What follows belongs to an exercise in optimizing a design on an open flow for small area, a short achievable clock period and few clock cycles; a production flow would make more cautious choices.
Function was checked by simulation only, so behaviour that the tests miss may differ from the original.
Power figures rest on the tool's default switching activity, not on a simulated workload.

Setup of the baseline:
==> flow/design.v <==
package imd_pkg;
	localparam int IMD_REG_WIDTH_DEF = 32;	 
	typedef enum logic [3:0] {
		IMD_NOP   = 4'd0,	 
		IMD_MFHI  = 4'd1,	 
		IMD_MFLO  = 4'd2,	 
		IMD_MTHI  = 4'd3,	 
		IMD_MTLO  = 4'd4,	 
		IMD_MULT  = 4'd5,	 
		IMD_MULTU = 4'd6,	 
		IMD_DIV   = 4'd7,	 
		IMD_DIVU  = 4'd8	 
	} imd_op_t;
	typedef enum logic [1:0] {
		SEQ_IDLE = 2'd0,	 
		SEQ_RUN  = 2'd1,	 
		SEQ_DONE = 2'd2		 
	} imd_seq_state_t;
endpackage
`timescale 1ns/1ps
module imd_top #(
	parameter int REG_WIDTH = imd_pkg::IMD_REG_WIDTH_DEF
) (
	input  logic			clk,
	input  logic			nrst,
	input  logic [3:0]		i_imuldiv_op,		 
	input  logic [REG_WIDTH-1:0]	i_rs_val,
	input  logic [REG_WIDTH-1:0]	i_rt_val,
	input  logic			i_mem_stall,
	input  logic			i_fetch_stall,
	input  logic			i_nullify_execute,
	input  logic			i_nullify_mem,
	input  logic			i_nullify_wb,
	output logic			o_exec_stall,		 
	output logic [REG_WIDTH-1:0]	o_rd_val,
	output logic			o_rd_valid
);
	localparam int W = REG_WIDTH;
	localparam int CW = $clog2(W);
	localparam int K = 4;			 
	localparam int NSTEP = W / K;
	logic		st_prep;	 
	logic		st_mul;		 
	logic		st_mfin;	 
	logic		st_size;	 
	logic		st_norm;	 
	logic		st_div;		 
	logic		st_neg;		 
	logic [W-1:0]	hi, lo;		 
	logic [W-1:0]	d;		 
	logic [W-1:0]	m;		 
	logic [CW-1:0]	cnt;		 
	logic [CW:0]	za, zb;		 
	logic		cy;		 
	logic		md;		 
	logic		short_m;	 
	logic		nl, nd;		 
	logic		neg_l, neg_h;	 
	logic		zl;		 
	logic		hz, lz;		 
	logic		mthi_m, mtlo_m, mthi_w, mtlo_w;
	logic		rd_hi;		 
	logic [W-1:0]	hi_seq, lo_seq;	 
	logic		op_mf, op_mfhi, op_mthi, op_mtlo, op_mul, op_div, op_signed;
	logic		busy, last, fin, stallable;
	logic		free;		 
	logic		adv, ld_arith, ld_mt, wr_mt;
	assign op_mfhi = (i_imuldiv_op == imd_pkg::IMD_MFHI);
	assign op_mf = op_mfhi || (i_imuldiv_op == imd_pkg::IMD_MFLO);
	assign op_mthi = (i_imuldiv_op == imd_pkg::IMD_MTHI);
	assign op_mtlo = (i_imuldiv_op == imd_pkg::IMD_MTLO);
	assign op_mul = (i_imuldiv_op == imd_pkg::IMD_MULT) || (i_imuldiv_op == imd_pkg::IMD_MULTU);
	assign op_div = (i_imuldiv_op == imd_pkg::IMD_DIV) || (i_imuldiv_op == imd_pkg::IMD_DIVU);
	assign op_signed = (i_imuldiv_op == imd_pkg::IMD_MULT) || (i_imuldiv_op == imd_pkg::IMD_DIV);
	assign busy = st_prep || st_mul || st_mfin || st_size || st_norm || st_div || st_neg;
	assign last = (cnt == '0);
	assign fin = (st_mfin && !neg_l) || (st_div && last && !neg_l && !neg_h) || st_neg;
	assign stallable = busy && !fin;
	assign free = !i_mem_stall && !i_fetch_stall;
	assign o_exec_stall = free && op_mf && stallable;
	assign adv = free && !(op_mf && stallable);
	assign ld_arith = free && !i_nullify_execute && (op_mul || op_div);
	assign ld_mt = free && !i_nullify_execute && (op_mthi || op_mtlo);
	assign wr_mt = adv && !i_nullify_wb;
	logic		a_neg, b_neg;
	assign a_neg = op_signed && i_rs_val[W-1];
	assign b_neg = op_signed && i_rt_val[W-1];
	function automatic logic is_small(input logic [W-1:0] v, input logic sgn);
		is_small = (v[W-1:W/2] == '0) ||
			(sgn && (v[W-1:W/2] == '1) && (v[W/2-1:0] != '0));
	endfunction
	logic		rs_small, rt_small, swap;
	logic [W-1:0]	lo_in, d_in;
	assign rs_small = is_small(i_rs_val, op_signed);
	assign rt_small = is_small(i_rt_val, op_signed);
	assign swap = op_mul && !rs_small && rt_small;
	assign lo_in = swap ? i_rt_val : i_rs_val;
	assign d_in = swap ? i_rs_val : i_rt_val;
	localparam int CSW = W + K;
	function automatic logic [2*CSW-1:0] csa(input logic [CSW-1:0] x, input logic [CSW-1:0] y,
		input logic [CSW-1:0] z);
		logic [CSW-1:0] s, c;
		s = x ^ y ^ z;
		c = ((x & y) | (x & z) | (y & z)) << 1;
		csa = {c, s};
	endfunction
	logic [CSW-1:0]	pp [K];
	logic [CSW-1:0]	s1, c1, s2, c2, s3, c3, cs_s, cs_c;
	logic [K:0]	cs_lo;		 
	always_comb
		for (int i = 0; i < K; i++)
			pp[i] = {{K{1'b0}}, d & {W{lo[i]}}} << i;
	assign {c1, s1} = csa({{K{1'b0}}, hi}, {{K{1'b0}}, m}, pp[0]);
	assign {c2, s2} = csa(pp[1], pp[2], pp[3]);
	assign {c3, s3} = csa(s1, c1, s2);
	assign {cs_c, cs_s} = csa(s3, c3, c2);
	assign cs_lo = {1'b0, cs_s[K-1:0]} + {1'b0, cs_c[K-1:0]} + {{K{1'b0}}, cy};
	logic [W:0]	sum;
	assign sum = {1'b0, hi} + {1'b0, m} + {{W{1'b0}}, md || cy};
	logic [W-1:0]	lo_neg, hi_neg, lo_mag, d_mag;
	assign lo_neg = ~lo + 1'b1;
	assign hi_neg = ~hi + {{(W-1){1'b0}}, md || !st_neg || zl};
	assign lo_mag = nl ? lo_neg : lo;
	assign d_mag = nd ? hi_neg : d;
	function automatic logic [CW:0] clz(input logic [W-1:0] v);
		logic [CW-1:0]	n [W];
		logic		z [W];
		for (int i = 0; i < W; i++)
		begin
			z[i] = !v[W - 1 - i];
			n[i] = '0;
		end
		for (int l = 0; l < CW; l++)
		begin
			for (int i = 0; i < (W >> (l + 1)); i++)
			begin
				n[i] = z[2*i] ? (n[2*i+1] | CW'(1 << l)) : n[2*i];
				z[i] = z[2*i] && z[2*i+1];
			end
		end
		clz = {z[0], z[0] ? '0 : n[0]};
	endfunction
	logic [CW:0]	sh;
	logic		d_zero, q_zero;
	assign d_zero = zb[CW];
	assign q_zero = (zb < za);		 
	assign sh = zb - za;
	logic		end_div;	 
	assign end_div = (st_norm && (d_zero || q_zero)) || (st_div && last);
	always_ff @(posedge clk or negedge nrst)
	begin
		if (!nrst)
		begin
			st_prep <= 1'b0;
			st_mul <= 1'b0;
			st_mfin <= 1'b0;
			st_size <= 1'b0;
			st_norm <= 1'b0;
			st_div <= 1'b0;
			st_neg <= 1'b0;
			hz <= 1'b1;
			lz <= 1'b1;
			o_rd_valid <= 1'b0;
			mthi_m <= 1'b0;
			mtlo_m <= 1'b0;
			mthi_w <= 1'b0;
			mtlo_w <= 1'b0;
		end
		else
		begin
			if (adv)
			begin
				o_rd_valid <= !i_nullify_execute && op_mf;
				mthi_m <= ld_mt && op_mthi;
				mtlo_m <= ld_mt && op_mtlo;
				mthi_w <= mthi_m && !i_nullify_mem;
				mtlo_w <= mtlo_m && !i_nullify_mem;
			end
			if (ld_arith || (wr_mt && mthi_w))
				hz <= 1'b0;
			if (ld_arith || (wr_mt && mtlo_w))
				lz <= 1'b0;
			if (ld_arith)
			begin
				st_prep <= a_neg || b_neg;
				st_mul <= op_mul && !a_neg && !b_neg;
				st_mfin <= 1'b0;
				st_size <= op_div && !a_neg && !b_neg;
				st_norm <= 1'b0;
				st_div <= 1'b0;
				st_neg <= 1'b0;
			end
			else
			begin
				st_prep <= 1'b0;
				st_mul <= (st_prep && !md) || (st_mul && !last);
				st_mfin <= st_mul && last;
				st_size <= st_prep && md;
				st_norm <= st_size;
				st_div <= (st_norm && !d_zero && !q_zero) || (st_div && !last);
				st_neg <= ((st_mfin || end_div) && (neg_l || neg_h));
			end
		end
	end
	always_ff @(posedge clk)
	begin
		if (adv && !i_nullify_execute && op_mf)
			rd_hi <= op_mfhi;
		if (ld_arith)
		begin
			md <= op_div;
			short_m <= rs_small || rt_small;
			nl <= swap ? b_neg : a_neg;
			nd <= swap ? a_neg : b_neg;
			neg_l <= a_neg ^ b_neg;
			neg_h <= op_div ? a_neg : (a_neg ^ b_neg);
			cy <= 1'b0;
		end
		else if (st_mul)
			cy <= cs_lo[K];
		if (st_mfin)
			zl <= (lo_seq == '0);
		if (ld_arith)
			cnt <= CW'((rs_small || rt_small) ? NSTEP / 2 - 1 : NSTEP - 1);
		else if (st_norm)
			cnt <= sh[CW-1:0];
		else if (st_mul || st_div)
			cnt <= cnt - 1'b1;
		if (st_size)
		begin
			za <= clz(lo);
			zb <= clz(d);
		end
		if (ld_arith)
			d <= d_in;
		else if (adv && (mthi_m || mtlo_m))
			d <= m;
		else if (st_prep)
			d <= d_mag;
		if (ld_mt)
			m <= i_rs_val;
		else if (ld_arith)
			m <= '0;
		else if (st_mul)
			m <= cs_c[CSW-1:K];
		else if (st_norm)
			m <= ~(d << sh[CW-1:0]);
		else if (st_div)
			m <= {1'b1, m[W-1:1]};
	end
	always_comb
	begin
		hi_seq = hi;
		lo_seq = lo;
		if (st_prep)
		begin
			hi_seq = '0;
			lo_seq = lo_mag;
		end
		if (st_mul)
		begin
			hi_seq = cs_s[CSW-1:K];
			lo_seq = {cs_lo[K-1:0], lo[W-1:K]};
		end
		if (st_mfin)
		begin
			if (short_m)
			begin
				hi_seq = {{(W/2){1'b0}}, sum[W-1:W/2]};
				lo_seq = {sum[W/2-1:0], lo[W-1:W/2]};
			end
			else
				hi_seq = sum[W-1:0];
		end
		if (st_norm)
		begin
			hi_seq = lo;
			lo_seq = {W{d_zero}};
		end
		if (st_div)
		begin
			if (sum[W])
				hi_seq = sum[W-1:0];
			lo_seq = {lo[W-2:0], sum[W]};
		end
		if (st_neg)
		begin
			if (neg_l)
				lo_seq = lo_neg;
			if (neg_h)
				hi_seq = hi_neg;
		end
	end
	always_ff @(posedge clk)
	begin
		if (ld_arith)
		begin
			lo <= lo_in;
			hi <= (a_neg || b_neg) ? d_in : '0;
		end
		else if (wr_mt && mthi_w)
			hi <= d;
		else if (wr_mt && mtlo_w)
			lo <= d;
		else
		begin
			hi <= hi_seq;
			lo <= lo_seq;
		end
	end
	assign o_rd_val = (hi & {W{rd_hi && !hz}}) | (lo & {W{!rd_hi && !lz}});
endmodule
==> flow/config.mk <==
export PLATFORM = sky130hd
export DESIGN_NAME = imd_top
export DESIGN_NICKNAME = imd_top
export VERILOG_FILES = /design/flow/design.v
export SDC_FILE = /design/flow/constraint.sdc
export NUM_CORES = 4
export LEC_CHECK = 0
export CAP_MARGIN = 20
export CORE_MARGIN = 2
export CORE_UTILIZATION = 40
export SETUP_SLACK_MARGIN = 2.5
export SLEW_MARGIN = 20
==> flow/constraint.sdc <==
create_clock -name core_clock -period 6.5 [get_ports {clk}]
set_input_delay 1.3000 -clock core_clock [delete_from_list [all_inputs] [get_ports {clk}]]
set_output_delay 1.3000 -clock core_clock [all_outputs]
set_load 0.01 [all_outputs]
run.sh (not shown) runs the stock make flow with config.mk's settings and CLKGATE_MAP_FILE= SYNTH_SCRIPT=/design/flow/synth_recipe.tcl, a recipe that flattens the netlist after the stock synthesis.
Testbench counts of the baseline, summed over its fixed seeds: cycles 31,557.
Input changes introduced in the candidate (baseline for comparison: the baseline):
--- a/flow/design.v
+++ b/flow/design.v
@@ -85,10 +85,9 @@
 	logic		a_neg, b_neg;
 	assign a_neg = op_signed && i_rs_val[W-1];
 	assign b_neg = op_signed && i_rt_val[W-1];
 	function automatic logic is_small(input logic [W-1:0] v, input logic sgn);
-		is_small = (v[W-1:W/2] == '0) ||
-			(sgn && (v[W-1:W/2] == '1) && (v[W/2-1:0] != '0));
+		is_small = (v[W-1:W/2] == '0) || (sgn && (v[W-1:W/2-1] == '1));
 	endfunction
 	logic		rs_small, rt_small, swap;
 	logic [W-1:0]	lo_in, d_in;
 	assign rs_small = is_small(i_rs_val, op_signed);
@@ -218,9 +217,9 @@
 		end
 		else if (st_mul)
 			cy <= cs_lo[K];
 		if (st_mfin)
-			zl <= (lo_seq == '0);
+			zl <= (lo[W-1:W/2] == '0) && (short_m ? (sum[W/2-1:0] == '0) : (lo[W/2-1:0] == '0));
 		if (ld_arith)
 			cnt <= CW'((rs_small || rt_small) ? NSTEP / 2 - 1 : NSTEP - 1);
 		else if (st_norm)
 			cnt <= sh[CW-1:0];
Notes after the runs:
No stage failed in the candidate, and the final checks on the layout all came back clean.
The candidate vs. the baseline: simple-gate area share of the yosys netlist climbed 0.34 points, number of unique standard cell types used by synthesis dropped 19, synthesized netlist cell count climbed 1.7%, clock power climbed about 6%.
The candidate vs. the baseline: sequential cell count flat; placed instance area down 620 um2; number of iterations in the first detailed-routing pass up 1.
sky130_fd_sc_hd__nand2_1 as the most common cell after layout, fill and taps aside was reported by the candidate, and sky130_fd_sc_hd__a21oi_1 by the baseline.
Compared with the baseline, the candidate is more frugal on power.
Compared with the baseline, the candidate shows via total after detailed routing that has gone down by a few percent.
Cmp the candidate and the baseline / non-clock buffer count / higher: the candidate
Looking at die area across both flows, the candidate is the stronger of the two, with the baseline trailing.
Worst setup slack after layout ends up lower on the baseline.
hi[26] as the end of the critical path was reported by the candidate, and zl by the baseline.
When the candidate is measured against the baseline, its arrival time at the worst endpoint turns out 80 ps lower.
Final cell count | the candidate above the baseline
Testbench counts of the candidate, summed over its fixed seeds: cycles 31,558.

static timing again, ports no longer ideal:
The results above use ideal ports. As a check the final layouts listed here were re-extracted and re-timed, cells and wires unchanged. Step 1: set_driving_cell puts a clkbuf_16 on clk and a buf_2 on each other input, an assumption about the parent block. Step 2 adds t to the input delays and takes it off the output delays; t is the mean of the earliest and latest rising clock arrival at the registers after step 1. Input paths then give back, and output paths get back, about the clock's delay inside the block. a / b / c = ideal ports / drivers / drivers and shift; a / b = the first two.
| run | t, ns | slack for setup (ns) | worst setup path at the end | worst register clock-pin slew, ns | worst slew at a driven data input, ns |
|---|---|---|---|---|---|
| the baseline | 0.520 | 2.352 / 2.352 / 1.956 | input to register | 0.08 / 0.08 | 0.06 |
| the candidate | 0.572 | 2.438 / 2.438 / 1.917 | input to register | 0.09 / 0.09 | 0.04 |
After both steps setup and hold are still met in every run listed. For the candidate, which loses most, drivers alone change the setup slack by 0.000 ns; drivers and shift together by -0.521 ns.
